From an optimization exercise on the open Yosys and OpenROAD flow, aimed at small area, a short achievable clock period and few clock cycles per item; shortcuts taken in it are not production practice. Function was checked by simulation only, so behaviour that the tests miss may differ from the original. Power is estimated from default activity; no workload was simulated.

==> flow/design.v <==
`default_nettype none
package dmem_ctrl_pkg;
  localparam logic [2:0] F3_B  = 3'b000;
  localparam logic [2:0] F3_H  = 3'b001;
  localparam logic [2:0] F3_W  = 3'b010;
  localparam logic [2:0] F3_BU = 3'b100;
  localparam logic [2:0] F3_HU = 3'b101;
  localparam int STATE_W = 2;
  localparam logic [STATE_W-1:0] S_IDLE = 2'd0;
  localparam logic [STATE_W-1:0] S_WAIT = 2'd1;
  localparam logic [STATE_W-1:0] S_RESP = 2'd2;
endpackage
`default_nettype wire
`default_nettype none
import dmem_ctrl_pkg::*;
module dmem_lane_fmt
(
  input  logic        we,
  input  logic [2:0]  funct3,
  input  logic [1:0]  addr_lo,
  input  logic [31:0] wdata,
  output logic [3:0]  byte_en,
  output logic [31:0] wdata_lane,
  output logic        err
);
  logic w_illegal;
  logic w_misaligned;
  always_comb begin
    w_illegal    = 1'b0;
    w_misaligned = 1'b0;
    byte_en      = 4'b0000;
    wdata_lane   = wdata;
    case (funct3)
      F3_B: begin
        byte_en    = 4'b0001 << addr_lo;
        wdata_lane = {4{wdata[7:0]}};
      end
      F3_H: begin
        w_misaligned = addr_lo[0];
        byte_en      = addr_lo[1] ? 4'b1100 : 4'b0011;
        wdata_lane   = {2{wdata[15:0]}};
      end
      F3_W: begin
        w_misaligned = |addr_lo;
        byte_en      = 4'b1111;
      end
      F3_BU: w_illegal = we;
      F3_HU: begin
        w_illegal    = we;
        w_misaligned = addr_lo[0];
      end
      default: w_illegal = 1'b1;
    endcase
    err = w_illegal | w_misaligned;
    if (err || !we) byte_en = 4'b0000;
  end
endmodule
module dmem_load_ext
(
  input  logic        zero,
  input  logic [2:0]  funct3,
  input  logic [1:0]  addr_lo,
  input  logic [31:0] rdata_raw,
  output logic [31:0] rdata_ext
);
  logic [7:0]  w_byte;
  logic [15:0] w_half;
  always_comb begin
    case (addr_lo)
      2'd0: w_byte = rdata_raw[7:0];
      2'd1: w_byte = rdata_raw[15:8];
      2'd2: w_byte = rdata_raw[23:16];
      default: w_byte = rdata_raw[31:24];
    endcase
    w_half = addr_lo[1] ? rdata_raw[31:16] : rdata_raw[15:0];
    case (funct3)
      F3_B:    rdata_ext = {{24{w_byte[7]}}, w_byte};
      F3_H:    rdata_ext = {{16{w_half[15]}}, w_half};
      F3_BU:   rdata_ext = {24'h0, w_byte};
      F3_HU:   rdata_ext = {16'h0, w_half};
      default: rdata_ext = rdata_raw;
    endcase
    if (zero) rdata_ext = 32'h0;
  end
endmodule
`default_nettype wire
`default_nettype none
module dmem_g_oai22 (input logic a1, a2, b1, b2, output logic y);
  assign y = !((a1 | a2) & (b1 | b2));
endmodule
module dmem_g_nor4 (input logic a, b, c, d, output logic y);
  assign y = !(a | b | c | d);
endmodule
module dmem_g_nand4 (input logic a, b, c, d, output logic y);
  assign y = !(a & b & c & d);
endmodule
module dmem_g_nand3 (input logic a, b, c, output logic y);
  assign y = !(a & b & c);
endmodule
module dmem_g_nand2 (input logic a, b, output logic y);
  assign y = !(a & b);
endmodule
module dmem_g_nor2 (input logic a, b, output logic y);
  assign y = !(a | b);
endmodule
module dmem_rd_bit
(
  input  logic [63:0] d_n,
  input  logic [63:0] sel_n,
  output logic        y
);
  logic [31:0] l1;
  logic [15:0] l2;
  logic [7:0]  l3;
  logic [3:0]  l4;
  for (genvar k = 0; k < 32; k++) begin : g_l1
    dmem_g_oai22 u (.a1(d_n[2*k]), .a2(sel_n[2*k]), .b1(d_n[2*k+1]), .b2(sel_n[2*k+1]), .y(l1[k]));
  end
  for (genvar j = 0; j < 16; j++) begin : g_l2
    dmem_g_nor2 u (.a(l1[2*j]), .b(l1[2*j+1]), .y(l2[j]));
  end
  for (genvar j = 0; j < 8; j++) begin : g_l3
    dmem_g_nand2 u (.a(l2[2*j]), .b(l2[2*j+1]), .y(l3[j]));
  end
  for (genvar j = 0; j < 4; j++) begin : g_l4
    dmem_g_nor2 u (.a(l3[2*j]), .b(l3[2*j+1]), .y(l4[j]));
  end
  dmem_g_nand4 u_l5 (.a(l4[0]), .b(l4[1]), .c(l4[2]), .d(l4[3]), .y(y));
endmodule
module dmem_sel
(
  input  logic [5:0]   idx,
  input  logic [3:0]   wbe_n,
  output logic [255:0] sel_n,
  output logic [255:0] we
);
  logic [7:0] lo;
  logic [7:0] hi;
  always_comb begin
    for (int k = 0; k < 8; k++) begin
      lo[k] = (idx[2:0] == 3'(k));
      hi[k] = (idx[5:3] == 3'(k));
    end
  end
  for (genvar i = 0; i < 64; i++) begin : g_w
    for (genvar b = 0; b < 4; b++) begin : g_b
      dmem_g_nand2 u_sn (.a(hi[i/8]), .b(lo[i%8]), .y(sel_n[4*i+b]));
      dmem_g_nor2  u_we (.a(sel_n[4*i+b]), .b(wbe_n[b]), .y(we[4*i+b]));
    end
  end
endmodule
`default_nettype wire
`default_nettype none
import dmem_ctrl_pkg::*;
module dmem_ctrl
#(
  parameter  int DEPTH       = 64,
  parameter  int WAIT_STATES = 0,
  localparam int ADDR_W      = $clog2(DEPTH) + 2
) (
  input  logic              clk,
  input  logic              rst_n,
  input  logic              req_valid,
  output logic              req_ready,
  input  logic              req_we,
  input  logic [2:0]        req_funct3,
  input  logic [ADDR_W-1:0] req_addr,
  input  logic [31:0]       req_wdata,
  output logic              rsp_valid,
  input  logic              rsp_ready,
  output logic [31:0]       rsp_rdata,
  output logic              rsp_err
);
  localparam int IDX_W = ADDR_W - 2;
  logic               s2_v;
  logic               s2_zero;
  logic               s2_err;
  logic [2:0]         s2_f3;
  logic [1:0]         s2_lo;
  logic [31:0]        s2_raw;
  logic               s3_v;
  logic               s3_err;
  logic [31:0]        s3_rdata;
  logic               sk_v;
  logic               sk_err;
  logic [31:0]        sk_rdata;
  logic               r_ready;
  logic [31:0]        r_mem_n [0:DEPTH-1];    
  logic               w_take;
  logic               w_accept;
  logic               w_s2_move;
  logic               w_s3_load;
  logic               w_sk_load;
  logic               w_s2_v_nxt;
  logic               w_s3_v_nxt;
  logic               w_sk_v_nxt;
  logic [IDX_W-1:0]   w_idx;
  logic [3:0]         w_byte_en;
  logic [31:0]        w_wdata_lane;
  logic               w_err;
  logic [31:0]        w_rd;
  logic [31:0]        w_rdata_ext;
  assign req_ready = r_ready;
  assign rsp_valid = s3_v;
  assign rsp_rdata = s3_rdata;
  assign rsp_err   = s3_err;
  assign w_take    = s3_v && rsp_ready;
  assign w_accept  = req_valid && r_ready;
  assign w_s2_move = s2_v && !(s3_v && sk_v && !w_take);
  assign w_s3_load = !s3_v || w_take;
  assign w_sk_load = w_s2_move && (sk_v || (s3_v && !w_take));
  always_comb begin
    w_s3_v_nxt = s3_v;
    w_sk_v_nxt = sk_v;
    if (w_s3_load) begin
      w_s3_v_nxt = sk_v || s2_v;
      w_sk_v_nxt = sk_v && s2_v;
    end else if (w_s2_move) begin
      w_sk_v_nxt = 1'b1;
    end
    w_s2_v_nxt = w_accept || (s2_v && !w_s2_move);
  end
  always_ff @(posedge clk or negedge rst_n) begin
    if (!rst_n) begin
      s2_v    <= 1'b0;
      s3_v    <= 1'b0;
      sk_v    <= 1'b0;
      r_ready <= 1'b0;
    end else begin
      s2_v    <= w_s2_v_nxt;
      s3_v    <= w_s3_v_nxt;
      sk_v    <= w_sk_v_nxt;
      r_ready <= !(w_s2_v_nxt && w_s3_v_nxt && w_sk_v_nxt);
    end
  end
  assign w_idx = req_addr[ADDR_W-1:2];
  dmem_lane_fmt u_lane_fmt (
    .we         (req_we),
    .funct3     (req_funct3),
    .addr_lo    (req_addr[1:0]),
    .wdata      (req_wdata),
    .byte_en    (w_byte_en),
    .wdata_lane (w_wdata_lane),
    .err        (w_err)
  );
  logic [255:0]     w_sel_n;
  logic [255:0]     w_we;
  logic [3:0]       w_wbe_n;
  assign w_wbe_n = ~(w_byte_en & {4{w_accept}});
  dmem_sel u_sel (
    .idx   (w_idx),
    .wbe_n (w_wbe_n),
    .sel_n (w_sel_n),
    .we    (w_we)
  );
  for (genvar b = 0; b < 32; b++) begin : g_rd
    logic [63:0] d;
    logic [63:0] s;
    for (genvar i = 0; i < DEPTH; i++) begin : g_d
      assign d[i] = r_mem_n[i][b];
      assign s[i] = w_sel_n[4*i + b/8];
    end
    dmem_rd_bit u_rd (.d_n(d), .sel_n(s), .y(w_rd[b]));
  end
  always_ff @(posedge clk) begin
    for (int i = 0; i < DEPTH; i++) begin
      for (int b = 0; b < 4; b++) begin
        if (w_we[4*i+b]) r_mem_n[i][8*b +: 8] <= ~w_wdata_lane[8*b +: 8];
      end
    end
  end
  always_ff @(posedge clk) begin
    if (w_accept) begin
      s2_raw  <= w_rd;
      s2_err  <= w_err;
      s2_zero <= w_err | req_we;
      s2_f3   <= req_funct3;
      s2_lo   <= req_addr[1:0];
    end
  end
  dmem_load_ext u_load_ext (
    .zero      (s2_zero),
    .funct3    (s2_f3),
    .addr_lo   (s2_lo),
    .rdata_raw (s2_raw),
    .rdata_ext (w_rdata_ext)
  );
  always_ff @(posedge clk) begin
    if (w_s3_load) begin
      s3_rdata <= sk_v ? sk_rdata : w_rdata_ext;
      s3_err   <= sk_v ? sk_err   : s2_err;
    end
    if (w_sk_load) begin
      sk_rdata <= w_rdata_ext;
      sk_err   <= s2_err;
    end
  end
endmodule
`default_nettype wire
make LEC_CHECK=0 CAP_MARGIN=20 CORE_MARGIN=2 CORE_UTILIZATION=60 CTS_CLUSTER_DIAMETER=80 CTS_CLUSTER_SIZE=25 SETUP_SLACK_MARGIN=2.6 SLEW_MARGIN=20 SYNTH_HIERARCHICAL=1 finish   # period 5.0 ns
run.sh (not shown) runs the stock make flow with config.mk's settings and CLKGATE_MAP_FILE= SYNTH_SCRIPT=/design/flow/synth_recipe.tcl, a recipe that flattens the netlist after the stock synthesis.
Testbench counts at the start, summed over its fixed seeds: cycles 16,016, items 16,000.
==> next run, changes <==
--- a/flow/design.v
+++ b/flow/design.v
@@ -284,13 +284,18 @@
     .addr_lo   (s2_lo),
     .rdata_raw (s2_raw),
     .rdata_ext (w_rdata_ext)
   );
-  always_ff @(posedge clk) begin
-    if (w_s3_load) begin
+  always_ff @(posedge clk or negedge rst_n) begin
+    if (!rst_n) begin
+      s3_rdata <= 32'h0;
+      s3_err   <= 1'b0;
+    end else if (w_s3_load) begin
       s3_rdata <= sk_v ? sk_rdata : w_rdata_ext;
       s3_err   <= sk_v ? sk_err   : s2_err;
     end
+  end
+  always_ff @(posedge clk) begin
     if (w_sk_load) begin
       sk_rdata <= w_rdata_ext;
       sk_err   <= s2_err;
     end
Outcome:
- via count goes up by 0.69%
- non-clock buffer count goes up by 30
- setup slack gets better by 0.10 ns
- flip-flop and latch count does not change
- first-iteration DRC count goes down by 2.9%
- clock power goes up by 4.1%
- cell area goes up by 0.71%
- power goes up by 1.7%
- fmax goes up by 4.2%
Testbench counts after the change, summed over its fixed seeds: cycles 16,016, items 16,000.

-- separate check: timing with driven ports --
Ports are ideal in the flow. The routed layouts listed here were re-timed in OpenROAD. Step 1, drivers: a clkbuf_16 drives clk and a buf_2 each remaining input, both assumed. Step 2, shift: input delay + t, output delay - t, t = (earliest + latest rising clock arrival at the registers) / 2. This alone moves slack from input paths to output paths. Slacks: ideal ports / drivers / drivers and shift; pairs: ideal ports / drivers.
run | shift t [ns] | setup slack, ns | hold WS [ns]
the first run | 0.811 | 2.467 / 2.387 / 1.741 | 0.547 / 0.547 / 0.547
the second run | 0.818 | 2.569 / 2.555 / 1.781 | 0.364 / 0.314 / 0.473
After both steps setup and hold are still met in every run listed. The setup slack of the second run, which loses most, moves by -0.014 ns with the drivers and by -0.788 ns with both steps.
